Background: an optimization exercise with open tools, aiming at small area, a short achievable clock period and few clock cycles per item. Do not read the settings as production practice.
Function was checked by simulation only, so behaviour that the tests miss may differ from the original.

`design/flow/config.mk`:
```
export PLATFORM = sky130hd
export DESIGN_NAME = weight_update_top
export DESIGN_NICKNAME = weight_update_top
export VERILOG_FILES = /design/flow/design.v
export SDC_FILE = /design/flow/constraint.sdc
export NUM_CORES = 4
export LEC_CHECK = 0
export ABC_AREA = 1
export CAP_MARGIN = 20
export CORE_MARGIN = 2
export CORE_UTILIZATION = 55
export PLACE_DENSITY = 0.75
export SETUP_SLACK_MARGIN = 5
export SLEW_MARGIN = 20
export TNS_END_PERCENT = 100
```
`design/flow/constraint.sdc`:
```
create_clock -name core_clock -period 10.0 [get_ports {clk}]
set_input_delay 2.0000 -clock core_clock [delete_from_list [all_inputs] [get_ports {clk}]]
set_output_delay 2.0000 -clock core_clock [all_outputs]
set_load 0.01 [all_outputs]
```
`design/flow/design.v`:
```
package wupd_pkg;
    localparam int NUM_TAPS   = 8;
    localparam int ERR_W      = 14;
    localparam int REF_W      = 14;
    localparam int WEIGHT_W   = 16;
    localparam int PROD_W     = 28;
    localparam int NORM_W     = 32;
    localparam int NORM_SHIFT = 10;
    localparam int QUOT_W     = 27;
    typedef logic signed [ERR_W-1:0]    err_t;
    typedef logic signed [REF_W-1:0]    ref_t;
    typedef logic signed [WEIGHT_W-1:0] weight_t;
    typedef logic signed [PROD_W-1:0]   prod_t;
    typedef logic signed [NORM_W-1:0]   norm_t;
    typedef logic [$clog2(NUM_TAPS)-1:0] tap_idx_t;
    typedef ref_t    [NUM_TAPS-1:0] ref_vec_t;
    typedef weight_t [NUM_TAPS-1:0] weight_vec_t;
    typedef struct packed
    {
        prod_t   prod;       
        weight_t weight;     
    } div_req_t;
    typedef enum logic [1:0]
    {
        S_IDLE,
        S_MULT,
        S_DIV,
        S_WAIT
    } seq_state_t;
endpackage
`timescale 1ns/10ps
module weight_update_top
(
    input  logic                  clk,
    input  logic                  rstn,
    input  logic                  start,
    input  wupd_pkg::err_t        e,
    input  wupd_pkg::ref_vec_t    ref_vec,
    input  wupd_pkg::norm_t       n,
    output wupd_pkg::weight_vec_t weights,
    output logic                  busy,
    output logic                  done
);
    localparam int K  = 4;               
    localparam int NW = 26;              
    localparam int DW = 21;              
    localparam int XW = 18;              
    localparam int NI = (XW - 2) / K;    
    localparam int CW = NI - 1;          
    localparam int TW = 20;              
    logic       accept;
    logic [3:0] ft;          
    logic       pv;          
    logic       dv;          
    logic       dtl;         
    logic [CW-1:0] cnt;        
    logic       wbv;         
    logic       wbl;         
    logic       dlast;
    logic       dload;
    logic       p_en;
    logic [CW-1:0] ld_cnt;      
    assign accept = start && !busy;
    assign dlast  = dv && !cnt[0];
    assign dload  = pv && (!dv || dlast);
    assign p_en   = busy && !done && (!pv || dload) && !ft[3];
    always_ff @(posedge clk or negedge rstn)
    begin
        if (!rstn)
        begin
            busy <= 1'b0;
            done <= 1'b0;
            ft   <= '0;
            pv   <= 1'b0;
            dv   <= 1'b0;
            dtl  <= 1'b0;
            cnt  <= '0;
            wbv  <= 1'b0;
            wbl  <= 1'b0;
        end
        else
        begin
            done <= wbv && wbl;
            if (accept)
                busy <= 1'b1;
            else if (done)
                busy <= 1'b0;
            if (wbv && wbl)
                ft <= '0;
            else if (p_en)
                ft <= ft + 1'b1;
            if (p_en)
                pv <= 1'b1;
            else if (dload)
                pv <= 1'b0;
            if (dload)
            begin
                dv  <= 1'b1;
                dtl <= ft[3];
                cnt <= ld_cnt;
            end
            else if (dlast)
                dv <= 1'b0;
            else if (dv)
                cnt <= cnt >> 1;
            wbv <= dlast;
            wbl <= dlast && dtl;
        end
    end
    logic [3:0]    ft_nx;
    logic [13:0]   r_sel;
    logic [8*14-1:0] ref_flat;
    logic          se;
    logic          sr;
    logic [12:0]   ex;
    logic [12:0]   rx;
    logic [12:0]   ex_q;
    logic          se_q;
    logic [15:0]   ph_q;     
    logic [12:0]   rx_q;
    logic          sr_q;
    logic [DW-1:0] d_q;
    logic          dok_q;
    logic [TW-1:0] tm_q;     
    assign ft_nx    = (wbv && wbl) ? 4'd0 : (ft + 4'(p_en));
    assign ref_flat = ref_vec;
    assign r_sel    = ref_flat[ft_nx[2:0]*14 +: 14];
    assign se       = e[13];
    assign sr       = r_sel[13];
    assign ex       = e[12:0] ^ {13{se}};
    assign rx       = r_sel[12:0] ^ {13{sr}};
    always_ff @(posedge clk)
    begin
        ex_q  <= ex;
        se_q  <= se;
        ph_q  <= {3'b0, ex} * {13'b0, rx[12:10]};
        rx_q  <= rx;
        sr_q  <= sr;
        d_q   <= n[30:10];
        dok_q <= !n[31] && (n[30:10] != '0);
        for (int k = 0; k < TW; k++)
            tm_q[k] <= ((n[30:10] >> (k + 1)) == '0);
    end
    logic [NW-1:0] p_q;
    logic          pneg_q;
    logic          pneg;
    logic [27:0]   prod;
    assign pneg = se_q ^ sr_q;
    assign prod = {2'b0, ph_q, 10'b0}
                + {15'b0, ex_q} * {18'b0, rx_q[9:0]}
                + (se_q ? {15'b0, rx_q} : 28'b0)
                + (sr_q ? {15'b0, ex_q} : 28'b0)
                + {27'b0, se_q & sr_q}
                + {27'b0, pneg};
    always_ff @(posedge clk)
    begin
        if (p_en)
        begin
            p_q    <= prod[NW:1];
            pneg_q <= pneg;
        end
    end
    logic [DW-1:0]       a_q;
    logic [XW-1:0]       x_q;
    logic                dneg_q;
    logic                dsat_q;
    logic [DW-1:0]       a_nx;
    logic [XW-1:0]       x_nx;
    logic [DW-1:0]       a_ld;
    logic [XW-1:0]       x_ld;
    logic                ld_sat;
    logic [DW+XW-1:0]    ax0;
    logic [DW+1:0] d3_q;
    always_ff @(posedge clk)
        d3_q <= {1'b0, d_q, 1'b0} + {2'b0, d_q};
    function automatic logic [DW+XW-1:0] r4_step(input logic [DW+XW-1:0] ax,
                                                  input logic [DW-1:0]    dd,
                                                  input logic [DW+1:0]    dv3);
        logic [DW-1:0] a;
        logic [XW-1:0] x;
        logic [DW+1:0] ash;
        logic [DW+2:0] t1;
        logic [DW+2:0] t2;
        logic [DW+2:0] t3;
        a = ax[DW+XW-1:XW];
        x = ax[XW-1:0];
        ash = {a, x[XW-1 -: 2]};
        t1  = {1'b0, ash} - {3'b0, dd};
        t2  = {1'b0, ash} - {2'b0, dd, 1'b0};
        t3  = {1'b0, ash} - {1'b0, dv3};
        if (!t3[DW+2])
            r4_step = {t3[DW-1:0], x[XW-3:0], 2'd3};
        else if (!t2[DW+2])
            r4_step = {t2[DW-1:0], x[XW-3:0], 2'd2};
        else if (!t1[DW+2])
            r4_step = {t1[DW-1:0], x[XW-3:0], 2'd1};
        else
            r4_step = {ash[DW-1:0], x[XW-3:0], 2'd0};
    endfunction
    always_comb
    begin
        logic ge;
        ld_cnt = '0;
        for (int c = 1; c < NI; c++)
        begin
            ge = 1'b0;
            for (int i = 2 + K * c; i < NW; i++)
                if (i - (2 + K * c) < TW)
                    ge = ge | (p_q[i] & tm_q[i - (2 + K * c)]);
            ld_cnt[c - 1] = ge;
        end
        ld_sat = 1'b0;
        for (int i = XW; i < NW; i++)
            ld_sat = ld_sat | (p_q[i] & tm_q[i - XW]);
    end
    always_comb
    begin
        ax0 = '0;
        for (int c = 0; c < NI; c++)
            if (c == 0 || ld_cnt[c - 1])
                ax0 = (DW+XW)'({{(DW+XW-NW){1'b0}}, p_q} << (XW - 2 - K * (c + 1)));
    end
    assign {a_ld, x_ld} = r4_step(ax0, d_q, d3_q);
    always_comb
    begin
        logic [DW+XW-1:0] ax;
        ax = {a_q, x_q};
        for (int k = 0; k < K / 2; k++)
            ax = r4_step(ax, d_q, d3_q);
        {a_nx, x_nx} = ax;
    end
    always_ff @(posedge clk)
    begin
        if (dload)
        begin
            a_q    <= a_ld;
            x_q    <= x_ld;
            dneg_q <= pneg_q;
            dsat_q <= ld_sat;
        end
        else
        begin
            a_q <= a_nx;
            x_q <= x_nx;
        end
    end
    logic [XW-1:0]       wq_q;
    logic                wneg_q;
    logic                wsat_q;
    logic [8*16-1:0]     ring;
    logic signed [15:0]  w0;
    logic signed [XW+1:0] sum;
    logic [15:0]         wres;
    localparam logic signed [XW+1:0] S_MAX = 32767;
    localparam logic signed [XW+1:0] S_MIN = -32768;
    always_ff @(posedge clk)
    begin
        wq_q   <= x_nx;
        wneg_q <= dneg_q;
        wsat_q <= dsat_q;
    end
    assign w0  = ring[15:0];
    assign sum = wneg_q ? ((XW+2)'(w0) - (XW+2)'({2'b00, wq_q}))
                        : ((XW+2)'(w0) + (XW+2)'({2'b00, wq_q}));
    always_comb
    begin
        if (!dok_q)
            wres = w0;
        else if (wsat_q)
            wres = wneg_q ? 16'h8000 : 16'h7fff;
        else if (sum > S_MAX)
            wres = 16'h7fff;
        else if (sum < S_MIN)
            wres = 16'h8000;
        else
            wres = sum[15:0];
    end
    always_ff @(posedge clk or negedge rstn)
    begin
        if (!rstn)
        begin
            ring <= '0;
        end
        else if (wbv)
        begin
            ring <= {wres, ring[8*16-1:16]};
        end
    end
    assign weights = ring;
endmodule
```
`design/flow/run.sh`:
```
#!/bin/bash
# synth_recipe.tcl (not shown) runs the flow's synth.tcl, then flattens the netlist and writes it again
# the make line also repeats each setting of config.mk as NAME=value (left out here)
make -C /OpenROAD-flow-scripts/flow DESIGN_CONFIG=/design/flow/config.mk WORK_HOME=/design/flow/orfs CLKGATE_MAP_FILE= SYNTH_SCRIPT=/design/flow/synth_recipe.tcl finish
```
==> flow_summary.toml, run 1 <==
[status]
status = "complete, no violations"

[floorplan]
ios = 291
std_cell_rows = 90
die_area_um2 = 62700
die_x_um = 250
initial_core_util_pct = 55.5
coreArea_um2 = 60100
die_h_um = 250

[placement]
numPortBuffers = 280
placed_cells = 5660
post-place-ws_ns = 3.04
gp_congestion = 1.02
dpl_cell_area_um2 = 36900
hpwl_um = 86000

[grt]
antenna_found_initial = 1
grt_use_total_pct = 36.4
grt_first_pass_wirelength_um = 179000
grt_pass1_vias = 32600
grt_max_degree = 98
grt-ovfl-total = 0

[clocking]
cts_tree = "built"
path_clk_slew_ns = 0.06
clockBufferDepth = 3
root_buffer = "clkbuf_16"
cts_made_buffers = 42
cts_sinks = 339
holdBufCountCts = 0
cts-htree-levels = 2
clk_latency_ns = 0.61

[detailed_routing]
via_count = 34800
antenna_left = 0
drtPass1Iterations = 6
drc = 0
wire_per_inst_um = 20.3
drt-total-wl_um = 121000
drt_iter0_markers = 3430
vias_per_cell = 5.83

[critical_path]
cp-end-kind = "flip-flop"
cp_max_fo = 6
start_kind = "input pin"
crit_family = "simple AND/OR/NAND/NOR gates"
arrival_ns = 5.80
worst-path-buf-inv = 6
slowest_stage = "fa_1"
worstSetupPathType = "in -> reg"
crit_required_ns = 10.50
critPathMaxStageDelay_ns = 0.52
crit_top_cell = "nand2_2"

[sta]
layout_setup_ws_ns = 4.70
fmax_mhz = 189
slew_headroom_pct = 36.9
timing.final.crit_period_ns = 5.30
rsz0062_at_grt = "true"
finalSetupViolations = 0
setup_tns_ns = 0
worstMarginPinSlew_ns = 0.947
clock_skew_ns = 0.0331
whs_ns = 0.349
fin_crit_sh_pct = 53.0
hold_viol = 0
drv_slew = 0

[final_layout]
final_cell_mix = "nand2_1, inv_1, a21oi_1, ha_1, clkdlybuf4s50_1"
final_cells = 5974
layout.nets = 5798
nFillCells = 4948
design_area_um2 = 42100
areaGrowthSynthToFinish_pct = 26.0
layout_commonest_cell = "nand2_1"
diodes = 0
drive_above_1_share_pct = 14.2

[logic_synthesis]
syn_nets = 5349
synthFlopType = "dfxtp_1"
ys_types = 72
synth_edf_count = 29
syn_area_per_cell_um2 = 7.09
postSynthCellCount = 4712
ys_seq_elements = 339
synthArstFlopShare_pct = 41.9
synth_area_um2 = 33400
ys_seq_area_share_pct = 23.3
ys_warn_count = 2

[worst_hold_path]
min-delay-path-class = "reg -> reg"

[flow_run]
drv_cap = 0
[path summary, 6_finish.rpt]
| check | from | endpoint | slack (ns) | cells after the start |
|---|---|---|---|---|
| min reg2reg | dneg_q$_DFFE_PP_ | wneg_q$_DFF_P_ | 0.35 | 0 |
| max reg2reg | dv$_DFFE_PN0P_ | ph_q[14]$_DFF_P_ | 4.73 | 37 |
| min in group asynchronous | rstn | ring[58]$_DFFE_PN0P_ | 1.42 | 1 |
| max in group asynchronous | rstn | ring[43]$_DFFE_PN0P_ | 7.18 | 2 |
| max | ref_vec[82] | ph_q[14]$_DFF_P_ | 4.70 | 25 |
| min | dneg_q$_DFFE_PP_ | wneg_q$_DFF_P_ | 0.35 | 0 |
[state kept, by name, summed over array words and instances (netlist names), 3 cells and up]
signal	flops
wq_q	18
a_q	21
cnt	3
p_q	26
d3_q	23
ft	4
x_q	18
ex_q	13
ph_q	16
ring	128
d_q	21
tm_q	20
rx_q	13
[metrics by stage]
step / util (%)
2_1_floorplan: -
3_3_place_gp: 61.3
3_5_place_dp: 61.3
4_1_cts: 66.9
5_1_grt: 69.9
6_report: 69.9
[kinds of logic after synthesis]
kind of cell             Yosys count  synth area share (%)
multiplexers                       2                0.0637
flip-flops                       339                  23.3
AO/OA/AOI/OAI                    893                  15.4
AND/OR/NAND/NOR                 1963                  24.5
buffers and inverters            800                  9.27
XOR/XNOR                         239                  6.27
adder cells (fa/ha/maj)          476                  21.2
[synth_stat cells (6+ instances only)]
cell / count / share of area [%]
buf_6: 6 / 0.20
nor3_1: 52 / 0.78
dfrtp_1: 142 / 11
ha_1: 326 / 12
a221oi_1: 32 / 0.84
nor2_4: 7 / 0.24
a211oi_1: 6 / 0.13
a22o_1: 6 / 0.16
o21a_1: 9 / 0.20
o21bai_1: 27 / 0.61
nor4_1: 17 / 0.32
inv_1: 631 / 7.1
o31ai_1: 16 / 0.36
edfxtp_1: 29 / 2.6
fa_1: 150 / 9.0
buf_2: 30 / 0.45
a21boi_0: 6 / 0.13
nand3_2: 6 / 0.18
nand4_1: 44 / 0.82
dfxtp_1: 168 / 10
nand3b_1: 8 / 0.18
a31oi_1: 14 / 0.26
xor2_1: 142 / 3.7
o21ai_1: 18 / 0.27
inv_2: 28 / 0.31
nand2_2: 9 / 0.17
a21oi_1: 401 / 6.0
o21ai_0: 240 / 3.6
o22ai_1: 22 / 0.41
a21o_1: 21 / 0.47
or2_2: 18 / 0.34
nand2_1: 1335 / 15
clkbuf_1: 94 / 1.1
nor2_1: 244 / 2.7
nand3_1: 193 / 2.9
xnor2_1: 97 / 2.5
o211ai_1: 34 / 0.76
[timing repair]
action	CTS	global route
endpoints found under the setup margin	52	44
gates cloned	12	4
resized for setup	231	229
pin swaps	89	99
buffers inserted	123	100
[worst register-to-register path: cells and delay by family, from the launching register on]
kind	cells	cell delay, ns
AOI/OAI and AO/OA	5	0.99
xor gates and xnor gates	1	0.20
DFF	1	0.39
and+or+nand+nor	15	1.24
buffers and inverters	13	1.27
adders and majority gates	3	1.12
[metal layers]
layer | track usage [%] | vias up | part of all wire [%]
met5 | 0 | - | 0
met4 | 15.9 | 0 | 5.3
met3 | 5.43 | 362 | 9.1
met2 | 59.7 | 1742 | 46
met1 | 47.8 | 16400 | 40
li1 | - | 16300 | -
[area by class of cell]
type                       count  area, µm²  share of cell area, %
inverter                     666       2660                   6.32
clock buffer                  57       1190                   2.82
clock inverter                18        210                  0.500
timing repair inverter         6       38.8                 0.0922
timing repair buffer         526       5110                   12.2
sequential                   339       7910                   18.8
multi-input combinational   3580      24000                   57.0
tap                          782        978                   2.33
Testbench counts, summed over its fixed seeds: cycles 5,932, updates 384.
==> run 2, diff against run 1 <==
--- a/design/flow/config.mk
+++ b/design/flow/config.mk
@@ -9,6 +9,5 @@
 export CAP_MARGIN = 20
 export CORE_MARGIN = 2
-export CORE_UTILIZATION = 55
-export PLACE_DENSITY = 0.75
+export CORE_UTILIZATION = 40
 export SETUP_SLACK_MARGIN = 5
 export SLEW_MARGIN = 20
==> run 2 against run 1 <==
Effect of this change: die area up 37%; utilization down 18 points; worst hold slack worse by 0.020 ns; synthesized area unchanged; cell count up 4.9%; global-route usage down 9.9 points; critical endpoint is now p_q[22]$_DFFE_PP_.
==> flow_summary.toml, run 2 <==
[sta]
fmax_mhz = 196
rsz0062_at_grt = "true"
clock_skew_ns = 0.0345
hold_viol = 0
whs_ns = 0.329
drv_slew = 0
timing.final.crit_period_ns = 5.10
worstMarginPinSlew_ns = 0.934
setup_tns_ns = 0
slew_headroom_pct = 37.7
finalSetupViolations = 0
fin_crit_sh_pct = 51.0

[grt]
grt_use_total_pct = 26.5
top_usage_layer = "met2"
use_met1_pct = 34.8
use_met3_pct = 3.18
antenna_found_initial = 2
grt_max_degree = 91
use_met2_pct = 45.4
grt_pass1_vias = 31800
grt-ovfl-total = 0
grt_first_pass_wirelength_um = 178000

[detailed_routing]
wire_per_inst_um = 19.1
drtPass1Iterations = 5
drt-total-wl_um = 120000
via_count = 33500
drc = 0
vias_per_cell = 5.35
antenna_left = 0
drt_iter0_markers = 2133

[clocking]
cts-htree-levels = 2
cts_tree = "built"
cts_made_buffers = 40
cts_sinks = 339
root_buffer = "clkbuf_16"
holdBufCountCts = 0
clockBufferDepth = 3
clk_latency_ns = 0.59
path_clk_slew_ns = 0.06

[floorplan]
die_x_um = 293
die_area_um2 = 85800
die_h_um = 293
std_cell_rows = 105
initial_core_util_pct = 40.5
ios = 291
coreArea_um2 = 82400

[final_layout]
layout.nets = 5802
nFillCells = 8042
largest_reg_flops = 128
final_cell_mix = "nand2_1, inv_1, a21oi_1, ha_1, clkdlybuf4s50_1"
layout_commonest_cell = "nand2_1"
top_register = "ring"
design_area_um2 = 42900
drive_above_1_share_pct = 14.8
areaGrowthSynthToFinish_pct = 28.4
reg_top3 = "ring x128, p_q x26, d3_q x23"

[placement]
dpl_cell_area_um2 = 37200
gp_congestion = 0.966
numPortBuffers = 280
hpwl_um = 89400

[logic_synthesis]
syn_area_per_cell_um2 = 7.09
synth_top_area_cell = "nand2_1"
synth_edf_count = 29
ys_seq_elements = 339
synth_area_um2 = 33400
yosys-top-cells-count = "nand2_1, inv_1, a21oi_1, ha_1, nor2_1"
postSynthCellCount = 4712
yosysMostFrequentCell = "nand2_1"
syn_nets = 5349
synthArstFlopShare_pct = 41.9
synth_area_leaders = "nand2_1, ha_1, dfrtp_1"
ys_seq_area_share_pct = 23.3
synthFlopType = "dfxtp_1"
ys_types = 72
synth_top_area_share_pct = 15.0
ys_warn_count = 2

[critical_path]
cp-end-kind = "flip-flop"
crit_required_ns = 10.34
start_kind = "flip-flop"
reg2reg_slack_ns = 4.90
worstSetupPathType = "reg -> reg"
arrival_ns = 5.44
cp_max_fo = 6

[flow_run]
drv_cap = 0

[status]
status = "complete, no violations"

[worst_hold_path]
min-delay-path-class = "reg -> reg"
==> run 2: what timing repair did <==
action                                  in CTS  in global routing
resized for setup                          248                248
setup buffers                              144                 86
hold endpoints to repair                     0                  0
endpoints found under the setup margin      59                 40
pin swaps                                   84                 94
gates cloned                                14                  9
==> run 2: per-stage QoR <==
stage	utilization [%]	worst slack, ns	instances
floorplan	-	4.91	4712
finish	52.0	4.90	6266
detailed placement	45.2	2.45	5940
global placement	45.2	2.51	5940
CTS	49.9	4.89	6170
global route	52.0	4.76	6265
==> run 2: cell families (layout without fill, tap and decap cells) <==
| group | Yosys count | after routing | share of synthesized area (%) |
|---|---|---|---|
| compound gates | 893 | 894 | 15.4 |
| buf+inv | 800 | 1273 | 9.27 |
| fa+ha+maj | 476 | 476 | 21.2 |
| other cells | 0 | 1 | 0 |
| xor+xnor | 239 | 239 | 6.27 |
| flops | 339 | 339 | 23.3 |
| simple gates | 1963 | 1972 | 24.5 |
| mux | 2 | 2 | 0.0637 |
==> run 2: routing by layer <==
| metal | up-vias | wire [µm] | part of all wire, % |
|---|---|---|---|
| met5 | - | 0 | 0 |
| met1 | 15900 | 50900 | 42 |
| li1 | 16300 | - | - |
| met2 | 1118 | 57100 | 48 |
| met4 | 0 | 4570 | 3.8 |
| met3 | 214 | 7290 | 6.1 |
==> run 2: layout make-up <==
type,instances,area [µm²],share of cell area [%]
timing repair buffer,526,5200,12.1
clock inverter,21,280,0.654
sequential,339,7910,18.5
inverter,666,2680,6.25
antenna,1,2.50,0.00584
clock buffer,51,1120,2.62
tap,1070,1340,3.12
multi-input combinational,3583,24300,56.6
timing repair inverter,9,61.3,0.143
==> run 2: final timing paths <==
path | start | endpoint | cells past startpoint
setup / recovery | rx_q[1]$_DFF_P_ | p_q[22]$_DFFE_PP_ | 20
hold / removal | dneg_q$_DFFE_PP_ | wneg_q$_DFF_P_ | 0
setup reg to reg | rx_q[1]$_DFF_P_ | p_q[22]$_DFFE_PP_ | 20
hold reg to reg | dneg_q$_DFFE_PP_ | wneg_q$_DFF_P_ | 0
max in group asynchronous | rstn | wbv$_DFF_PN0_ | 2
min in group asynchronous | rstn | ring[59]$_DFFE_PN0P_ | 1
==> run 2: worst max-delay path, stage by stage, from the launching register on <==
cell and delay, ns:
dfxtp_4 0.44, buf_4 0.15, nand2_1 0.07, fa_2 0.58, fa_1 0.43, fa_1 0.46
fa_1 0.49, inv_1 0.05, fa_1 0.49, ha_4 0.31, nand2_1 0.08, nor2_2 0.13
nand2_1 0.06, o211ai_1 0.24, nand2_1 0.11, nand3_2 0.09, inv_2 0.04, o21a_4 0.23
o21ai_4 0.16, a21oi_2 0.08, xor2_1 0.14
==> run 3, diff against run 2 <==
--- a/design/flow/config.mk
+++ b/design/flow/config.mk
@@ -10,4 +10,7 @@
 export CORE_MARGIN = 2
 export CORE_UTILIZATION = 40
+export CTS_CLUSTER_DIAMETER = 60
+export CTS_CLUSTER_SIZE = 30
+export GPL_ROUTABILITY_DRIVEN = 0
 export SETUP_SLACK_MARGIN = 5
 export SLEW_MARGIN = 20
==> run 3 against run 2 <==
Effect of this change: still clean on timing, DRC and antenna; die area unchanged; wire length shrank 3.0%; sequential cell count unchanged; non-clock buffer count increased by 24; register-to-register slack gained 0.04 ns; critical endpoint is now p_q[24]$_DFFE_PP_.
==> flow_summary.toml, run 3 <==
[status]
status = "complete, no violations"

[worst_hold_path]
hold-path-cell-count = 0
hold_path_end = "wsat_q$_DFF_P_"
min-delay-path-class = "reg -> reg"
hp-start = "dsat_q$_DFFE_PP_"

[critical_path]
r2r_start = "rx_q[1]$_DFF_P_"
reg2reg_slack_ns = 4.95
cp-end-kind = "flip-flop"
worstSetupPathType = "reg -> reg"
crit_required_ns = 10.32
ff2ff_path_depth = 21
rr_endpoint = "p_q[24]$_DFFE_PP_"
cp_max_fo = 8
arrival_ns = 5.38
start_kind = "flip-flop"

[flow_run]
drv_cap = 0

[logic_synthesis]
synth_compound_area_share_pct = 15.4
ys_types = 72
synthArstFlopShare_pct = 41.9
yosys-top-cells-count = "nand2_1, inv_1, a21oi_1, ha_1, nor2_1"
synthMuxAreaShare_pct = 0.0637
synthFlopType = "dfxtp_1"
synth_top_area_share_pct = 15.0
syn_area_per_cell_um2 = 7.09
synth_top_area_cell = "nand2_1"
synthAdderAreaFrac_pct = 21.2
ys_seq_area_share_pct = 23.3
synth_area_leaders = "nand2_1, ha_1, dfrtp_1"
synth_top_family_by_area = "simple AND/OR/NAND/NOR gates"
syn_nets = 5349
yosysMostFrequentCell = "nand2_1"
ys_warn_count = 2
synth_area_um2 = 33400
ys_seq_elements = 339
synth_simple_gate_area_share_pct = 24.5
synth_edf_count = 29
postSynthCellCount = 4712
synthXorXnorAreaFrac_pct = 6.27

[floorplan]
ios = 291
die_x_um = 293
die_h_um = 293
std_cell_rows = 105
coreArea_um2 = 82400
die_area_um2 = 85800
initial_core_util_pct = 40.5

[detailed_routing]
drtPass1Iterations = 6
vias_per_cell = 5.32
antenna_left = 0
drt-total-wl_um = 116000
via_count = 33400
wire_per_inst_um = 18.5
drc = 0
drt_iter0_markers = 2538

[grt]
grt-ovfl-total = 0
grt_first_pass_wirelength_um = 173000
grt_max_degree = 93
grt_pass1_vias = 31500
antenna_found_initial = 0
grt_use_total_pct = 25.5

[clocking]
root_buffer = "clkbuf_16"
path_clk_slew_ns = 0.07
cts-htree-levels = 2
clk_latency_ns = 0.58
holdBufCountCts = 0
cts_sinks = 339
cts_tree = "built"
cts_made_buffers = 36
clockBufferDepth = 3

[sta]
timing.final.crit_period_ns = 5.05
fmax_mhz = 198
hold_viol = 0
finalSetupViolations = 0
drv_slew = 0
clock_skew_ns = 0.0301
worstMarginPinSlew_ns = 0.853
rsz0062_at_grt = "true"
setup_tns_ns = 0
slew_headroom_pct = 43.1
fin_crit_sh_pct = 50.5

[final_layout]
design_area_um2 = 42800
layout_commonest_cell = "nand2_1"
nFillCells = 7927
layout.nets = 5818
final_cell_mix = "nand2_1, inv_1, a21oi_1, clkdlybuf4s50_1, ha_1"
drive_above_1_share_pct = 15.3
largest_reg_flops = 128
top_register = "ring"
final_cells = 6279
reg_top3 = "ring x128, p_q x26, d3_q x23"
areaGrowthSynthToFinish_pct = 28.2

[placement]
numPortBuffers = 280
dpl_cell_area_um2 = 37200
hpwl_um = 87000
placed_cells = 5940
run 3: cell counts after synthesis:
No cell type changed its count.
run 3: critical path, stage by stage (launching register included):
cell	delay, ns
dfxtp_4	0.45
nand2_4	0.07
fa_2	0.56
inv_2	0.04
fa_2	0.52
inv_2	0.04
fa_1	0.48
inv_2	0.05
fa_1	0.54
fa_1	0.45
ha_4	0.32
nand2_4	0.06
nor2_2	0.10
nand2_1	0.05
o211ai_1	0.23
nand2_1	0.10
nand3_2	0.09
inv_2	0.04
o21a_4	0.23
o21bai_4	0.15
a21oi_2	0.08
xnor2_1	0.14
run 3: per-layer routing:
metal	up-vias	part of all wire (%)	wire, µm	global-route usage (%)
met1	15700	42	48700	33.0
met2	1126	48	56300	44.4
met4	0	3.9	4480	8.48
met5	-	0	0	0
li1	16400	-	-	-
met3	213	5.8	6730	2.78
run 3: layout make-up:
cell class	count	area, µm²	area share, %
clock inverter	25	355	0.830
clock buffer	40	936	2.19
sequential	339	7920	18.5
timing repair inverter	7	52.6	0.123
antenna	1	2.50	0.00585
tap	1070	1340	3.13
inverter	666	2660	6.22
multi-input combinational	3581	24200	56.6
timing repair buffer	550	5330	12.5
run 3: worst max path at each step:
| stage | start | endpoint | slack (ns) | cells past startpoint |
|---|---|---|---|---|
| CTS | ref_vec[69] | ph_q[14]$_DFF_P_ | 4.88 | 25 |
| global route | cnt[0]$_DFFE_PN0P_ | ph_q[14]$_DFF_P_ | 4.74 | 36 |
| detailed placement | cnt[0]$_DFFE_PN0P_ | ph_q[14]$_DFF_P_ | 2.48 | 35 |
| floorplan | ref_vec[83] | ph_q[14]$_DFF_P_ | 4.91 | 26 |
| finish | rx_q[1]$_DFF_P_ | p_q[24]$_DFFE_PP_ | 4.95 | 21 |
| global placement | cnt[0]$_DFFE_PN0P_ | ph_q[14]$_DFF_P_ | 2.52 | 35 |
run 3: repair_timing:
| action | CTS | global route |
|---|---|---|
| setup endpoints to repair | 59 | 41 |
| pin swaps | 83 | 88 |
| gates resized for setup | 209 | 289 |
| buffers inserted | 115 | 138 |
| cloned | 11 | 9 |
run 3: through the flow:
stage / utilization [%] / hold slack [ns] / setup slack (ns)
6_report: 52.0 / 0.346 / 4.95
5_1_grt: 52.0 / 0.348 / 4.74
4_1_cts: 48.9 / 0.344 / 4.88
3_5_place_dp: 45.2 / 0.332 / 2.48
3_3_place_gp: 45.2 / 0.325 / 2.52
2_1_floorplan: - / 0.323 / 4.91
run 3: logic make-up (layout without fill, tap and decap cells):
family                     count (synthesis)  in the layout
adders and majority gates                476            476
DFF                                      339            339
muxes                                      2              2
buffers and inverters                    800           1288
xor gates and xnor gates                 239            239
other                                      0              1
and+or+nand+nor                         1963           1971
AOI/OAI and AO/OA                        893            893
==> run 4, diff against run 3 <==
--- a/design/flow/config.mk
+++ b/design/flow/config.mk
@@ -6,11 +6,10 @@
 export NUM_CORES = 4
 export LEC_CHECK = 0
-export ABC_AREA = 1
+export ABC_AREA = 0
 export CAP_MARGIN = 20
 export CORE_MARGIN = 2
 export CORE_UTILIZATION = 40
-export CTS_CLUSTER_DIAMETER = 60
-export CTS_CLUSTER_SIZE = 30
-export GPL_ROUTABILITY_DRIVEN = 0
+export CTS_CLUSTER_DIAMETER = 80
+export CTS_CLUSTER_SIZE = 40
 export SETUP_SLACK_MARGIN = 5
 export SLEW_MARGIN = 20
==> run 4 against run 3 <==
Effect of this change: setup slack worse by 0.80 ns; cell count down 19%; clock skew up 0.027 ns; critical path depth up 4; wire length down 16%; maximum frequency down 14%; via count down 17%; non-clock buffer count down 2; synthesized cell count down 24%.
==> flow_summary.toml, run 4 <==
[logic_synthesis]
synthArstFlopShare_pct = 41.9
synth_top_area_cell = "ha_1"
yosysMostFrequentCell = "nand2_1"
synth_top_family_by_area = "adder cells"
ys_warn_count = 2
synth_compound_area_share_pct = 19.7
synth_edf_count = 29
syn_nets = 4205
ys_seq_elements = 339
synth_top_area_share_pct = 13.1
synth_area_um2 = 31200
synth_area_leaders = "ha_1, dfrtp_1, dfxtp_1"
synthXorXnorAreaFrac_pct = 6.80
yosys-top-cells-count = "nand2_1, ha_1, inv_1, a21oi_1, nor2_1"
ys_types = 94
postSynthCellCount = 3568
synthFlopType = "dfxtp_1"
syn_area_per_cell_um2 = 8.74
synthMuxAreaShare_pct = 5.61
synthAdderAreaFrac_pct = 22.7
ys_seq_area_share_pct = 25.0
synth_simple_gate_area_share_pct = 14.8

[final_layout]
areaGrowthSynthToFinish_pct = 30.7
design_area_um2 = 40800
largest_reg_flops = 128
final_cell_mix = "nand2_1, ha_1, inv_1, clkdlybuf4s50_1, nor2_1"
nFillCells = 7172
drive_above_1_share_pct = 20.8
layout.nets = 4652
top_register = "ring"
layout_commonest_cell = "nand2_1"
diodes = 0
reg_top3 = "ring x128, p_q x26, d3_q x23"

[detailed_routing]
via_count = 27900
drt-total-wl_um = 97600
wire_per_inst_um = 19.2
drc = 0
drt_iter0_markers = 1904
antenna_left = 0
vias_per_cell = 5.49
drtPass1Iterations = 7

[placement]
gp_congestion = 0.905
dpl_cell_area_um2 = 35400
post-place-ws_ns = 2.81
numPortBuffers = 280
hpwl_um = 70600

[worst_hold_path]
min-delay-path-class = "reg -> reg"
hold_path_end = "wneg_q$_DFF_P_"
hp-start = "dneg_q$_DFFE_PP_"
hold-path-cell-count = 0

[grt]
top_usage_layer = "met2"
antenna_found_initial = 2
grt_first_pass_wirelength_um = 150000
grt_use_total_pct = 23.3
use_met2_pct = 40.9
grt_pass1_vias = 27400
use_met3_pct = 2.22
grt-ovfl-total = 0
use_met1_pct = 29.5
grt_max_degree = 77

[floorplan]
die_h_um = 283
std_cell_rows = 102
ios = 291
die_area_um2 = 80200
initial_core_util_pct = 40.3
die_x_um = 283
coreArea_um2 = 77300

[sta]
clock_skew_ns = 0.0566
setup_tns_ns = 0
slew_headroom_pct = 31.8
layout_setup_ws_ns = 4.14
drv_slew = 0
timing.final.crit_period_ns = 5.86
finalSetupViolations = 0
worstMarginPinSlew_ns = 1.01
rsz0062_at_grt = "true"
fin_crit_sh_pct = 58.6
hold_viol = 0
fmax_mhz = 171

[clocking]
path_clk_slew_ns = 0.10
root_buffer = "clkbuf_16"
cts_sinks = 339
cts_tree = "built"
cts_made_buffers = 25
holdBufCountCts = 0
clockBufferDepth = 3
cts-htree-levels = 1
clk_latency_ns = 0.62

[status]
status = "complete, no violations"

[critical_path]
rr_endpoint = "a_q[18]$_DFF_P_"
start_kind = "flip-flop"
ff2ff_path_depth = 25
arrival_ns = 6.40
cp_max_fo = 14
reg2reg_slack_ns = 4.14
crit_required_ns = 10.54
worstSetupPathType = "reg -> reg"
r2r_start = "a_q[4]$_DFF_P_"
cp-end-kind = "flip-flop"

[flow_run]
drv_cap = 0
-- run 4: changes by cell type in the layout (fill, tap and decap cells not counted), sizes merged, moves of 46 or more --
| cell | before | now |
|---|---|---|
| o21ai | 260 | 181 |
| nand2 | 1348 | 391 |
| a211oi | 6 | 54 |
| a21o | 21 | 72 |
| a21oi | 407 | 229 |
| inv | 651 | 304 |
| mux2 | 1 | 118 |
| and2 | 3 | 84 |
| nand2b | 0 | 56 |
| nand3 | 208 | 75 |
| nor2 | 256 | 210 |
-- run 4: cell families after synthesis --
group / count (synthesis)
buffers and inverters: 442
AND/OR/NAND/NOR: 986
adder cells (fa/ha/maj): 476
AO/OA/AOI/OAI: 923
XOR/XNOR: 242
multiplexers: 160
flip-flops: 339
-- run 4: worst max path at each step --
stage / slack [ns] / start / endpoint / cells past startpoint
floorplan: 4.39 / d_q[1]$_DFF_P_ / a_q[10]$_DFF_P_ / 27
global placement: 2.88 / d_q[1]$_DFF_P_ / a_q[6]$_DFF_P_ / 25
detailed placement: 2.81 / d_q[1]$_DFF_P_ / a_q[6]$_DFF_P_ / 25
CTS: 4.24 / d_q[1]$_DFF_P_ / a_q[18]$_DFF_P_ / 27
global route: 3.94 / d_q[11]$_DFF_P_ / a_q[9]$_DFF_P_ / 28
finish: 4.14 / a_q[4]$_DFF_P_ / a_q[18]$_DFF_P_ / 25
-- run 4: repair_timing --
item | 4_1_cts | 5_1_grt
gates cloned | 13 | 3
endpoints found under the setup margin | 63 | 59
setup buffers | 176 | 58
resized for setup | 379 | 124
pin swaps | 191 | 123
-- run 4: critical path: stages, from the launching register on --
cell and delay [ns]:
dfxtp_1 0.48, ha_1 0.34, a211oi_2 0.29, a31oi_2 0.14, o221a_2 0.30, a41oi_4 0.30, o31a_1 0.29, o21ai_4 0.09
buf_12 0.18, a211oi_2 0.17, a21oi_2 0.06, ha_1 0.30, o21a_1 0.17, o31a_1 0.14, o41a_1 0.37, a311oi_2 0.26
buf_4 0.18, o21ai_4 0.06, a31o_4 0.24, a31oi_4 0.20, o221ai_4 0.19, buf_12 0.20, or3_4 0.42, nand2_1 0.09
o21ai_0 0.08, a21oi_1 0.19
-- run 4: stage by stage --
step / std cells / hold WS [ns] / util (%)
after floorplan: 3568 / 0.323 / -
after global placement: 4778 / 0.327 / 45.7
after detailed placement: 4778 / 0.330 / 45.7
after CTS: 5013 / 0.355 / 51.3
after global routing: 5074 / 0.362 / 52.7
final: 5074 / 0.351 / 52.7
-- run 4: area by class of cell --
| cell class | instances | area (µm²) | share of cell area, % |
|---|---|---|---|
| well taps | 1040 | 1300 | 3.19 |
| repair buffers | 548 | 5450 | 13.4 |
| clock buffers | 25 | 626 | 1.54 |
| inverters | 307 | 1200 | 2.95 |
| multi-input cells | 2794 | 23900 | 58.6 |
| clock inverters | 21 | 407 | 0.998 |
| flip-flops and latches | 339 | 7900 | 19.4 |
-- run 4: metal layers --
| metal | up-vias | part of all wire, % |
|---|---|---|
| met2 | 784 | 48 |
| met5 | - | 0.013 |
| li1 | 13500 | - |
| met4 | 2 | 4.2 |
| met1 | 13500 | 43 |
| met3 | 177 | 4.6 |
==> run 5, diff against run 4 <==
--- a/design/flow/config.mk
+++ b/design/flow/config.mk
@@ -6,5 +6,5 @@
 export NUM_CORES = 4
 export LEC_CHECK = 0
-export ABC_AREA = 0
+export ABC_AREA = 1
 export CAP_MARGIN = 20
 export CORE_MARGIN = 2
==> run 5 against run 4 <==
Effect of this change: critical path type unchanged; first-iteration DRC count rose by 5.5%; setup slack improved by 0.75 ns; non-clock buffer count fell by 17; die area rose by 7.0%; clock skew fell by 0.036 ns; maximum frequency rose by 15%.
==> flow_summary.toml, run 5 <==
[status]
status = "complete, no violations"

[critical_path]
r2r_start = "rx_q[2]$_DFF_P_"
critPathMaxStageDelay_ns = 0.54
arrival_ns = 5.48
path_cells = "buf_6 -> nand2_1 -> fa_1 -> fa_1 -> fa_1 -> fa_1 -> inv_1 -> fa_1 -> ha_4 -> nand2_2 -> nor2_2 -> nand2_1 -> o211ai_1 -> nand2_1 -> nand3_2 -> inv_2 -> o21a_4 -> o21ai_4 -> a21oi_2 -> xor2_1"
slowest_stage = "fa_1"
start_kind = "flip-flop"
crit_required_ns = 10.38
cp-end-kind = "flip-flop"
worstSetupPathType = "reg -> reg"
crit_family = "adder cells"
worst-path-buf-inv = 3
critPathLaunch = "rx_q[2]$_DFF_P_"
crit_top_cell = "fa_1"
cp_max_fo = 6

[flow_run]
drv_cap = 0

[grt]
grt_max_degree = 91
antenna_found_initial = 1
grt-ovfl-total = 0
grt_pass1_vias = 31600
grt_use_total_pct = 26.4
grt_first_pass_wirelength_um = 177000

[placement]
numPortBuffers = 280
hpwl_um = 89400
gp_congestion = 0.966

[clocking]
root_buffer = "clkbuf_16"
path_clk_slew_ns = 0.10
cts-htree-levels = 1
clockBufferDepth = 3
cts_tree = "built"
clk_latency_ns = 0.62
cts_sinks = 339
cts_made_buffers = 25
holdBufCountCts = 0

[detailed_routing]
drc = 0
drtPass1Iterations = 5
drt_iter0_markers = 2009
antenna_left = 0
drt-total-wl_um = 119000
wire_per_inst_um = 19.1
vias_per_cell = 5.35
via_count = 33400

[final_layout]
areaGrowthSynthToFinish_pct = 27.0
diodes = 0
layout_commonest_cell = "nand2_1"
top_register = "ring"
reg_top3 = "ring x128, p_q x26, d3_q x23"
drive_above_1_share_pct = 14.7
final_cell_mix = "nand2_1, inv_1, a21oi_1, ha_1, clkdlybuf4s50_1"
largest_reg_flops = 128
layout.nets = 5788

[logic_synthesis]
synth_area_leaders = "nand2_1, ha_1, dfrtp_1"
synth_edf_count = 29
syn_nets = 5349
syn_area_per_cell_um2 = 7.09
ys_types = 72
synth_top_area_share_pct = 15.0
yosysMostFrequentCell = "nand2_1"
ys_seq_area_share_pct = 23.3
yosys-top-cells-count = "nand2_1, inv_1, a21oi_1, ha_1, nor2_1"
synth_top_area_cell = "nand2_1"
ys_warn_count = 2
ys_seq_elements = 339
synthFlopType = "dfxtp_1"
synthArstFlopShare_pct = 41.9
postSynthCellCount = 4712
synth_area_um2 = 33400

[sta]
drv_slew = 0
slew_headroom_pct = 38.0
finalSetupViolations = 0
worstMarginPinSlew_ns = 0.929
fin_crit_sh_pct = 51.0
setup_tns_ns = 0
rsz0062_at_grt = "true"
fmax_mhz = 196
timing.final.crit_period_ns = 5.10
clock_skew_ns = 0.0205
hold_viol = 0

[floorplan]
coreArea_um2 = 82400
ios = 291
die_h_um = 293
die_area_um2 = 85800
die_x_um = 293
std_cell_rows = 105
initial_core_util_pct = 40.5

[worst_hold_path]
min-delay-path-class = "reg -> reg"
hp-start = "dsat_q$_DFFE_PP_"
run 5: changes by cell type in the layout (fill, tap and decap cells not counted), moves of 51 or more:
cell and change:
inv_1 +299, a21o_1 -51, nand2_1 +917, nand3_1 +119, and2_1 -73, nand2b_1 -52
o21ai_0 +73, mux2_2 -115, a21oi_1 +191
run 5: kinds of logic after synthesis:
logic type / synth area share, %
AOI/OAI and AO/OA: 15.4
xor gates and xnor gates: 6.27
adders and majority gates: 21.2
buffers and inverters: 9.27
DFF: 23.3
muxes: 0.0637
and+or+nand+nor: 24.5
run 5: stage by stage:
step / area, µm² / setup slack, ns / hold WS, ns / std cells / util [%]
after global placement: 37200 / 2.51 / 0.325 / 5940 / 45.2
after global routing: 42400 / 4.75 / 0.358 / 6240 / 51.5
after CTS: 40500 / 4.88 / 0.349 / 6140 / 49.2
final: 42400 / 4.90 / 0.347 / 6240 / 51.5
after detailed placement: 37200 / 2.45 / 0.327 / 5940 / 45.2
after floorplan: 33600 / 4.91 / 0.323 / 4712 / -
run 5: final cells by class:
| class | instances | area [µm²] |
|---|---|---|
| clock buffers | 28 | 668 |
| well taps | 1070 | 1340 |
| repair buffers | 531 | 5220 |
| flip-flops and latches | 339 | 7910 |
| clock inverters | 18 | 294 |
| inverters | 666 | 2680 |
| multi-input cells | 3582 | 24200 |
| fillers | 8121 | 40000 |
| repair inverters | 6 | 40.0 |
run 5: worst paths after layout:
kind | to | slack, ns | cells past startpoint
setup / recovery | p_q[22]$_DFFE_PP_ | 4.90 | 20
hold / removal | wsat_q$_DFF_P_ | 0.35 | 0
setup reg to reg | p_q[22]$_DFFE_PP_ | 4.90 | 20
hold reg to reg | wsat_q$_DFF_P_ | 0.35 | 0
max in group asynchronous | wbv$_DFF_PN0_ | 7.20 | 2
min in group asynchronous | ring[59]$_DFFE_PN0P_ | 1.44 | 1
run 5: repair_timing:
item                                    CTS  global route
endpoints found under the setup margin   60            41
gates resized for setup                 249           250
pin swaps                                86            90
cloned                                   13             7
buffers inserted                        141            93
run 5: routing by layer:
| layer | track usage, % | share of wire (%) | up-vias | wire (µm) |
|---|---|---|---|---|
| met5 | 0 | 0 | - | 0 |
| met4 | 7.30 | 3.2 | 0 | 3810 |
| met3 | 2.74 | 6.0 | 167 | 7130 |
| met2 | 45.7 | 48 | 988 | 57400 |
| met1 | 34.8 | 43 | 15900 | 51000 |
| li1 | - | - | 16300 | - |
==> run 6, diff against run 5 <==
--- a/design/flow/config.mk
+++ b/design/flow/config.mk
@@ -12,4 +12,6 @@
 export CTS_CLUSTER_DIAMETER = 80
 export CTS_CLUSTER_SIZE = 40
+export GPL_ROUTABILITY_DRIVEN = 0
+export PLACE_DENSITY = 0.45
 export SETUP_SLACK_MARGIN = 5
 export SLEW_MARGIN = 20
==> run 6 against run 5 <==
Effect of this change: critical path type unchanged; critical endpoint unchanged; die area unchanged; worst hold slack about the same; via count down 1.2%.
==> flow_summary.toml, run 6 <==
[logic_synthesis]
syn_area_per_cell_um2 = 7.09
postSynthCellCount = 4712
ys_warn_count = 2
ys_seq_elements = 339
synthFlopType = "dfxtp_1"
synth_top_area_cell = "nand2_1"
synth_top_area_share_pct = 15.0
synth_edf_count = 29
syn_nets = 5349
synth_area_um2 = 33400
yosys-top-cells-count = "nand2_1, inv_1, a21oi_1, ha_1, nor2_1"
yosysMostFrequentCell = "nand2_1"
synthArstFlopShare_pct = 41.9
ys_seq_area_share_pct = 23.3
ys_types = 72
synth_area_leaders = "nand2_1, ha_1, dfrtp_1"

[sta]
slew_headroom_pct = 38.8
fin_crit_sh_pct = 51.3
timing.final.crit_period_ns = 5.13
rsz0062_at_grt = "true"
drv_slew = 0
clock_skew_ns = 0.0363
setup_tns_ns = 0
fmax_mhz = 195
hold_viol = 0
worstMarginPinSlew_ns = 0.912
finalSetupViolations = 0
whs_ns = 0.348

[floorplan]
coreArea_um2 = 82400
ios = 291
die_area_um2 = 85800
die_h_um = 293
std_cell_rows = 105
initial_core_util_pct = 40.5
die_x_um = 293

[grt]
grt_pass1_vias = 31600
top_usage_layer = "met2"
use_met3_pct = 3.20
use_met2_pct = 45.1
grt_use_total_pct = 28.1
grt_first_pass_wirelength_um = 187000
grt-ovfl-total = 0
use_met1_pct = 40.4
antenna_found_initial = 0
grt_max_degree = 87

[critical_path]
start_kind = "flip-flop"
critPathLaunch = "rx_q[1]$_DFF_P_"
ff2ff_path_depth = 22
rr_endpoint = "p_q[22]$_DFFE_PP_"
endpoint = "p_q[22]$_DFFE_PP_"
cp_max_fo = 4
crit_required_ns = 10.40
r2r_start = "rx_q[1]$_DFF_P_"
cp-end-kind = "flip-flop"
reg2reg_slack_ns = 4.87
worstSetupPathType = "reg -> reg"
arrival_ns = 5.53

[detailed_routing]
via_count = 33000
vias_per_cell = 5.28
antenna_left = 0
wire_per_inst_um = 20.0
drt_iter0_markers = 2386
drc = 0
drt-total-wl_um = 124000
drtPass1Iterations = 6

[final_layout]
layout_commonest_cell = "nand2_1"
top_register = "ring"
utilization_pct = 51.6
reg_top3 = "ring x128, p_q x26, d3_q x23"
design_area_um2 = 42500
largest_reg_flops = 128
layout.nets = 5780
drive_above_1_share_pct = 14.4
final_cell_mix = "nand2_1, inv_1, a21oi_1, ha_1, clkdlybuf4s50_1"
final_cells = 6238
areaGrowthSynthToFinish_pct = 27.2

[placement]
placed_cells = 5951
numPortBuffers = 280
hpwl_um = 94700
dpl_cell_area_um2 = 37300

[status]
status = "complete, no violations"

[worst_hold_path]
min-delay-path-class = "reg -> reg"
hp-start = "dneg_q$_DFFE_PP_"

[clocking]
cts-htree-levels = 1
root_buffer = "clkbuf_16"
cts_tree = "built"
cts_made_buffers = 30
clk_latency_ns = 0.65
cts_sinks = 339
path_clk_slew_ns = 0.09
clockBufferDepth = 3

[flow_run]
drv_cap = 0
run 6: changes by cell type in the layout (fill, tap and decap cells not counted), sizes merged:
cell,before,now
clkinvlp,30,24
dlymetal6s2s,11,5
clkdlybuf4s50,265,272
clkinv,11,16
bufinv,1,0
buf,245,235
bufbuf,1,2
inv,648,655
o21ai,261,260
diode,0,1
clkbuf,35,36
run 6: cell families after synthesis:
family	after synthesis	synth area share (%)
AO/OA/AOI/OAI	893	15.4
XOR/XNOR	239	6.27
adder cells (fa/ha/maj)	476	21.2
buffers and inverters	800	9.27
flip-flops	339	23.3
multiplexers	2	0.0637
AND/OR/NAND/NOR	1963	24.5
run 6: worst min path at each step:
stage,cells after the start,slack (ns),end
final,0,0.35,wneg_q$_DFF_P_
after global routing,0,0.33,wq_q[14]$_DFF_P_
after CTS,0,0.34,wq_q[14]$_DFF_P_
after detailed placement,0,0.33,wneg_q$_DFF_P_
after global placement,0,0.33,wneg_q$_DFF_P_
after floorplan,0,0.32,wneg_q$_DFF_P_
run 6: metal layers:
| layer | part of all wire, % | wire [µm] |
|---|---|---|
| met5 | 0 | 0 |
| met4 | 2.6 | 3260 |
| met3 | 5.9 | 7390 |
| met2 | 45 | 56000 |
| met1 | 46 | 57800 |
run 6: cell type report:
class,count,area [µm²]
fill,8324,39900
multi-input combinational,3581,24100
sequential,339,7920
timing repair buffer,519,5260
inverter,666,2670
tap,1070,1340
clock buffer,33,762
clock inverter,23,357
timing repair inverter,6,41.3
antenna,1,2.50
run 6: critical path: stages (launching register included):
cell	delay [ns]
dfxtp_4	0.44
buf_12	0.13
nand2_2	0.05
fa_1	0.50
fa_1	0.53
inv_2	0.04
fa_1	0.52
inv_1	0.05
fa_2	0.51
inv_1	0.05
fa_2	0.45
ha_4	0.32
nand2_2	0.06
nor2_4	0.09
nand2_1	0.05
o211ai_1	0.23
nand2_1	0.11
nand3_2	0.08
inv_1	0.04
o21a_1	0.22
o21ai_2	0.18
a21oi_2	0.08
xor2_1	0.15
run 6: what timing repair did:
item | 4_1_cts | 5_1_grt
buffers inserted | 128 | 82
pin swaps | 78 | 96
endpoints found under the setup margin | 56 | 44
resized for setup | 229 | 274
gates cloned | 12 | 8
hold buffers | 0 | 0
run 6: stage by stage:
step / setup slack (ns)
5_1_grt: 4.73
3_3_place_gp: 2.82
4_1_cts: 4.87
2_1_floorplan: 4.91
6_report: 4.87
3_5_place_dp: 2.84
==> run 7, diff against run 6 <==
--- a/design/flow/config.mk
+++ b/design/flow/config.mk
@@ -13,5 +13,4 @@
 export CTS_CLUSTER_SIZE = 40
 export GPL_ROUTABILITY_DRIVEN = 0
-export PLACE_DENSITY = 0.45
 export SETUP_SLACK_MARGIN = 5
 export SLEW_MARGIN = 20
==> run 7 against run 6 <==
Effect of this change: cell area fell by 1.2%; worst hold slack better by 0.0057 ns; wire length fell by 8.2%; via count about the same; non-clock buffer count fell by 20; highest routed layer unchanged; critical path depth stayed put; die area unchanged; maximum frequency rose by 1.7%; synthesized cell count unchanged; largest cell class unchanged; global-route usage fell by 2.8 points; still clean.
==> flow_summary.toml, run 7 <==
[logic_synthesis]
synthFlopType = "dfxtp_1"
synth_area_leaders = "nand2_1, ha_1, dfrtp_1"
synth_edf_count = 29
syn_nets = 5349
synth_top_area_cell = "nand2_1"
synth_area_um2 = 33400
yosysMostFrequentCell = "nand2_1"
yosys-top-cells-count = "nand2_1, inv_1, a21oi_1, ha_1, nor2_1"
syn_area_per_cell_um2 = 7.09
synthArstFlopShare_pct = 41.9
ys_types = 72
postSynthCellCount = 4712
ys_warn_count = 2
ys_seq_elements = 339
ys_seq_area_share_pct = 23.3
synth_top_area_share_pct = 15.0

[final_layout]
areaGrowthSynthToFinish_pct = 25.7
layout.nets = 5754
reg_top3 = "ring x128, p_q x26, d3_q x23"
diodes = 0
layout_commonest_cell = "nand2_1"
top_register = "ring"
utilization_pct = 50.9
final_cell_mix = "nand2_1, inv_1, a21oi_1, ha_1, clkdlybuf4s50_1"
drive_above_1_share_pct = 13.4
largest_reg_flops = 128

[floorplan]
std_cell_rows = 105
die_area_um2 = 85800
coreArea_um2 = 82400
ios = 291
die_x_um = 293
die_h_um = 293
initial_core_util_pct = 40.5

[critical_path]
start_kind = "flip-flop"
cp-end-kind = "flip-flop"
arrival_ns = 5.41
crit_required_ns = 10.37
worstSetupPathType = "reg -> reg"
cp_max_fo = 4

[sta]
worstMarginPinSlew_ns = 1.12
rsz0062_at_grt = "true"
hold_viol = 0
clock_skew_ns = 0.0305
fmax_mhz = 198
finalSetupViolations = 0
drv_slew = 0
slew_headroom_pct = 24.5
setup_tns_ns = 0
timing.final.crit_period_ns = 5.04
fin_crit_sh_pct = 50.4

[clocking]
clk_latency_ns = 0.62
clockBufferDepth = 3
path_clk_slew_ns = 0.10
root_buffer = "clkbuf_16"
holdBufCountCts = 0
cts_tree = "built"
cts_sinks = 339
cts-htree-levels = 1
cts_made_buffers = 25

[detailed_routing]
via_count = 32900
drt-total-wl_um = 114000
drtPass1Iterations = 6
wire_per_inst_um = 18.4
vias_per_cell = 5.31
antenna_left = 0
drc = 0
drt_iter0_markers = 2509

[grt]
grt_max_degree = 93
grt_use_total_pct = 25.4
grt_pass1_vias = 31200
grt_first_pass_wirelength_um = 172000
grt-ovfl-total = 0
antenna_found_initial = 0

[status]
status = "complete, no violations"

[flow_run]
drv_cap = 0

[placement]
numPortBuffers = 280
hpwl_um = 87000

[worst_hold_path]
min-delay-path-class = "reg -> reg"
run 7: cell counts after synthesis:
Identical to the previous run, type by type.
run 7: final timing paths:
| path | from | endpoint | cells past startpoint | slack, ns |
|---|---|---|---|---|
| min | dsat_q$_DFFE_PP_ | wsat_q$_DFF_P_ | 0 | 0.35 |
| min in group asynchronous | rstn | ring[70]$_DFFE_PN0P_ | 1 | 1.46 |
| max reg2reg | sr_q$_DFF_P_ | p_q[23]$_DFFE_PP_ | 22 | 4.96 |
| min reg2reg | dsat_q$_DFFE_PP_ | wsat_q$_DFF_P_ | 0 | 0.35 |
| max in group asynchronous | rstn | wbv$_DFF_PN0_ | 2 | 7.21 |
| max | sr_q$_DFF_P_ | p_q[23]$_DFFE_PP_ | 22 | 4.96 |
run 7: cells by family after synthesis:
| group | Yosys count | share of synthesized area (%) |
|---|---|---|
| AND/OR/NAND/NOR | 1963 | 24.5 |
| adder cells (fa/ha/maj) | 476 | 21.2 |
| multiplexers | 2 | 0.0637 |
| AO/OA/AOI/OAI | 893 | 15.4 |
| buffers and inverters | 800 | 9.27 |
| flip-flops | 339 | 23.3 |
| XOR/XNOR | 239 | 6.27 |
run 7: final cells by class:
class / instances / area, µm²
clock buffer: 26 / 629
inverter: 666 / 2660
tap: 1070 / 1340
timing repair buffer: 499 / 4920
multi-input combinational: 3582 / 24100
sequential: 339 / 7920
clock inverter: 20 / 403
fill: 7987 / 40400
timing repair inverter: 4 / 26.3
run 7: per-layer routing:
metal	wire length, µm	GRT usage [%]	up-vias	part of all wire (%)
met5	0	0	-	0
met3	6050	2.47	200	5.3
li1	-	-	16200	-
met1	49100	33.2	15500	43
met4	4570	8.98	0	4.0
met2	54600	43.5	1020	48
run 7: worst max-delay path, stage by stage (launching register included):
cell and delay (ns):
dfxtp_4 0.42, buf_6 0.15, nand2_2 0.05, inv_2 0.05, fa_1 0.42, fa_2 0.55, inv_2 0.04, fa_1 0.54
fa_1 0.43, fa_1 0.54, inv_2 0.05, ha_4 0.23, buf_4 0.15, nand2_2 0.07, o21ai_1 0.07, o21bai_4 0.18
a21boi_2 0.17, o21ai_2 0.10, a21oi_2 0.19, o21ai_2 0.09, nand3_1 0.07, nand2_1 0.06, xor2_1 0.15
run 7: through the flow:
step	instance area [µm²]	cells	setup WS, ns	hold slack, ns
final	42000	6206	4.96	0.353
after global routing	42000	6206	4.76	0.367
after CTS	39900	6085	4.91	0.357
after detailed placement	37200	5940	2.48	0.332
after global placement	37200	5940	2.52	0.325
after floorplan	33600	4712	4.91	0.323
run 7: repair_timing:
action,4_1_cts,5_1_grt
gates cloned,11,6
setup buffers,88,115
pin swaps,49,93
setup endpoints to repair,58,40
gates resized for setup,197,243
==> run 8, diff against run 7 <==
--- a/design/flow/config.mk
+++ b/design/flow/config.mk
@@ -9,5 +9,5 @@
 export CAP_MARGIN = 20
 export CORE_MARGIN = 2
-export CORE_UTILIZATION = 40
+export CORE_UTILIZATION = 30
 export CTS_CLUSTER_DIAMETER = 80
 export CTS_CLUSTER_SIZE = 40
==> run 8 against run 7 <==
Effect of this change: still clean; sequential cell count unchanged; utilization fell by 12 points; clock skew up 0.0056 ns; die area grew 33%; first-iteration DRC count is 12% higher; worst hold slack got worse by 0.00061 ns; sequential share of layout area fell by 0.51 points; largest cell class unchanged.
==> flow_summary.toml, run 8 <==
[critical_path]
cp.depth = 21
worst-path-buf-inv = 4
rr_endpoint = "p_q[24]$_DFFE_PP_"
arrival_ns = 5.49
reg2reg_slack_ns = 4.89
slowest_stage = "fa_2"
crit_family = "adder cells"
cp-end-kind = "flip-flop"
worstSetupPathType = "reg -> reg"
path_cells = "nand2_2 -> fa_2 -> inv_2 -> fa_1 -> inv_2 -> fa_1 -> inv_1 -> fa_1 -> fa_1 -> ha_4 -> nand2_2 -> nor2_2 -> nand2_1 -> o211ai_1 -> nand2_1 -> nand3_2 -> inv_1 -> o21a_1 -> o21bai_1 -> a21oi_1 -> xnor2_1"
ff2ff_path_depth = 21
crit_required_ns = 10.38
critPathMaxStageDelay_ns = 0.57
cp_max_fo = 8
crit_top_cell = "fa_1"
r2r_start = "rx_q[3]$_DFF_P_"
start_kind = "flip-flop"

[sta]
finalSetupViolations = 0
drv_slew = 0
rsz0062_at_grt = "true"
hold_viol = 0
worstMarginPinSlew_ns = 1.07
clock_skew_ns = 0.0361
fin_crit_sh_pct = 51.1
timing.final.crit_period_ns = 5.11
fmax_mhz = 196
slew_headroom_pct = 28.8
setup_tns_ns = 0

[final_layout]
layout_commonest_cell = "nand2_1"
final_cell_mix = "nand2_1, inv_1, a21oi_1, clkdlybuf4s50_1, ha_1"
layout.nets = 5808
top_register = "ring"
drive_above_1_share_pct = 15.8
areaGrowthSynthToFinish_pct = 29.4
reg_top3 = "ring x128, p_q x26, d3_q x23"
nFillCells = 11300
largest_reg_flops = 128

[detailed_routing]
antenna_left = 0
drt-total-wl_um = 124000
drtPass1Iterations = 6
wire_per_inst_um = 18.6
vias_per_cell = 5.10
drt_iter0_markers = 2804
via_count = 34000
drc = 0

[clocking]
cts-htree-levels = 1
clk_latency_ns = 0.64
cts_sinks = 339
root_buffer = "clkbuf_16"
holdBufCountCts = 0
cts_made_buffers = 26
clockBufferDepth = 3
cts_tree = "built"
path_clk_slew_ns = 0.10

[floorplan]
die_area_um2 = 114000
die_x_um = 338
initial_core_util_pct = 30.2
ios = 291
std_cell_rows = 122
die_h_um = 338
coreArea_um2 = 111000

[worst_hold_path]
hp-start = "x_q[2]$_DFF_P_"
hold-path-cell-count = 0
min-delay-path-class = "reg -> reg"
hold_path_end = "wq_q[6]$_DFF_P_"

[logic_synthesis]
synth_edf_count = 29
synthFlopType = "dfxtp_1"
synth_area_leaders = "nand2_1, ha_1, dfrtp_1"
synth_area_um2 = 33400
ys_seq_area_share_pct = 23.3
yosysMostFrequentCell = "nand2_1"
synth_top_area_cell = "nand2_1"
syn_area_per_cell_um2 = 7.09
syn_nets = 5349
synth_top_area_share_pct = 15.0
postSynthCellCount = 4712
ys_types = 72
ys_seq_elements = 339
yosys-top-cells-count = "nand2_1, inv_1, a21oi_1, ha_1, nor2_1"
synthArstFlopShare_pct = 41.9
ys_warn_count = 2

[grt]
grt_pass1_vias = 32100
antenna_found_initial = 1
grt-ovfl-total = 0
grt_first_pass_wirelength_um = 182000
grt_use_total_pct = 20.5
grt_max_degree = 103

[status]
status = "complete, no violations"

[flow_run]
drv_cap = 0

[placement]
hpwl_um = 91800
numPortBuffers = 280
## run 8: cell counts after synthesis
No cell type changed its count.
## run 8: what timing repair did
action,CTS,global route
buffers inserted,125,132
endpoints found under the setup margin,69,41
cloned,11,3
gates resized for setup,238,316
pin swaps,68,139
endpoints found under the hold margin,0,0
## run 8: metal layers
| metal | vias to the layer above | part of all wire, % | track usage [%] | wire [µm] |
|---|---|---|---|---|
| met3 | 322 | 7.6 | 2.96 | 9470 |
| li1 | 16300 | - | - | - |
| met2 | 1325 | 46 | 34.0 | 57000 |
| met5 | - | 0 | 0 | 0 |
| met4 | 0 | 6.0 | 10.3 | 7430 |
| met1 | 16100 | 40 | 26.0 | 50000 |
## run 8: cell type report
cell class                      count  area, µm²  share of cell area [%]
Antenna cell                        1       2.50                 0.00579
Clock buffer                       27        664                    1.54
Clock inverter                     21        413                   0.956
Inverter                          666       2680                    6.19
Multi-Input combinational cell   3582      24400                    56.5
Sequential cell                   339       7940                    18.4
Tap cell                         1488       1860                    4.31
Timing Repair Buffer              551       5190                    12.0
Timing Repair inverter              5       40.0                  0.0927
## run 8: how the worst max path moves through the flow
stage	start	to	slack, ns
2_1_floorplan	ref_vec[83]	ph_q[14]$_DFF_P_	4.91
3_3_place_gp	cnt[0]$_DFFE_PN0P_	ph_q[14]$_DFF_P_	2.20
3_5_place_dp	cnt[0]$_DFFE_PN0P_	ph_q[14]$_DFF_P_	2.21
4_1_cts	rx_q[3]$_DFF_P_	p_q[24]$_DFFE_PP_	4.89
5_1_grt	sr_q$_DFF_P_	p_q[24]$_DFFE_PP_	4.70
6_report	rx_q[3]$_DFF_P_	p_q[24]$_DFFE_PP_	4.89
## run 8: cells by family after synthesis
logic type                 count (synthesis)  share of synthesized area (%)
and+or+nand+nor                         1963                           24.5
AOI/OAI and AO/OA                        893                           15.4
buffers and inverters                    800                           9.27
adders and majority gates                476                           21.2
DFF                                      339                           23.3
xor gates and xnor gates                 239                           6.27
muxes                                      2                         0.0637
## run 8: through the flow
| stage | hold WS [ns] | cells | util, % | cell area, µm² | setup slack (ns) |
|---|---|---|---|---|---|
| finish | 0.353 | 6680 | 39.1 | 43200 | 4.89 |
| floorplan | 0.323 | 4712 | - | 33600 | 4.91 |
| CTS | 0.355 | 6544 | 37.0 | 40900 | 4.89 |
| global placement | 0.328 | 6360 | 34.1 | 37700 | 2.20 |
| global route | 0.362 | 6679 | 39.1 | 43200 | 4.70 |
| detailed placement | 0.330 | 6360 | 34.1 | 37700 | 2.21 |

## port drivers added, routing unchanged
No port has a modelled driver above. Below, the same layouts with a new extraction and two added sets of constraints. Step 1: set_driving_cell puts a clkbuf_16 on clk and a buf_2 on each other input, an assumption about the parent block. Step 2 also shifts input and output timing later by t, the mid clock arrival at the registers, as if the neighbouring blocks saw the same clock. a / b / c = ideal ports / drivers / drivers and shift; a / b = the first two.
run | shift t [ns] | setup WS [ns] | latest minus earliest clock arrival (ns) | worst data-port slew with drivers (ns) | cell pins on the clock port's net
run 1 | 0.655 | 4.702 / 4.728 / 4.092 | 0.039 / 0.039 | 0.06 | 1
run 2 | 0.644 | 4.903 / 4.903 / 4.349 | 0.035 / 0.034 | 0.07 | 1
run 3 | 0.634 | 4.947 / 4.947 / 4.371 | 0.031 / 0.030 | 0.07 | 1
run 4 | 0.660 | 4.142 / 4.142 / 4.135 | 0.062 / 0.062 | 0.09 | 1
run 5 | 0.675 | 4.895 / 4.895 / 4.298 | 0.021 / 0.021 | 0.07 | 1
run 6 | 0.702 | 4.875 / 4.875 / 4.272 | 0.042 / 0.041 | 0.06 | 1
run 7 | 0.678 | 4.960 / 4.960 / 4.401 | 0.031 / 0.031 | 0.06 | 1
run 8 | 0.691 | 4.892 / 4.892 / 4.434 | 0.040 / 0.040 | 0.05 | 1
After both steps setup and hold are still met in every run listed. The setup slack of run 1, which loses most, moves by +0.026 ns with the drivers and by -0.610 ns with both steps.
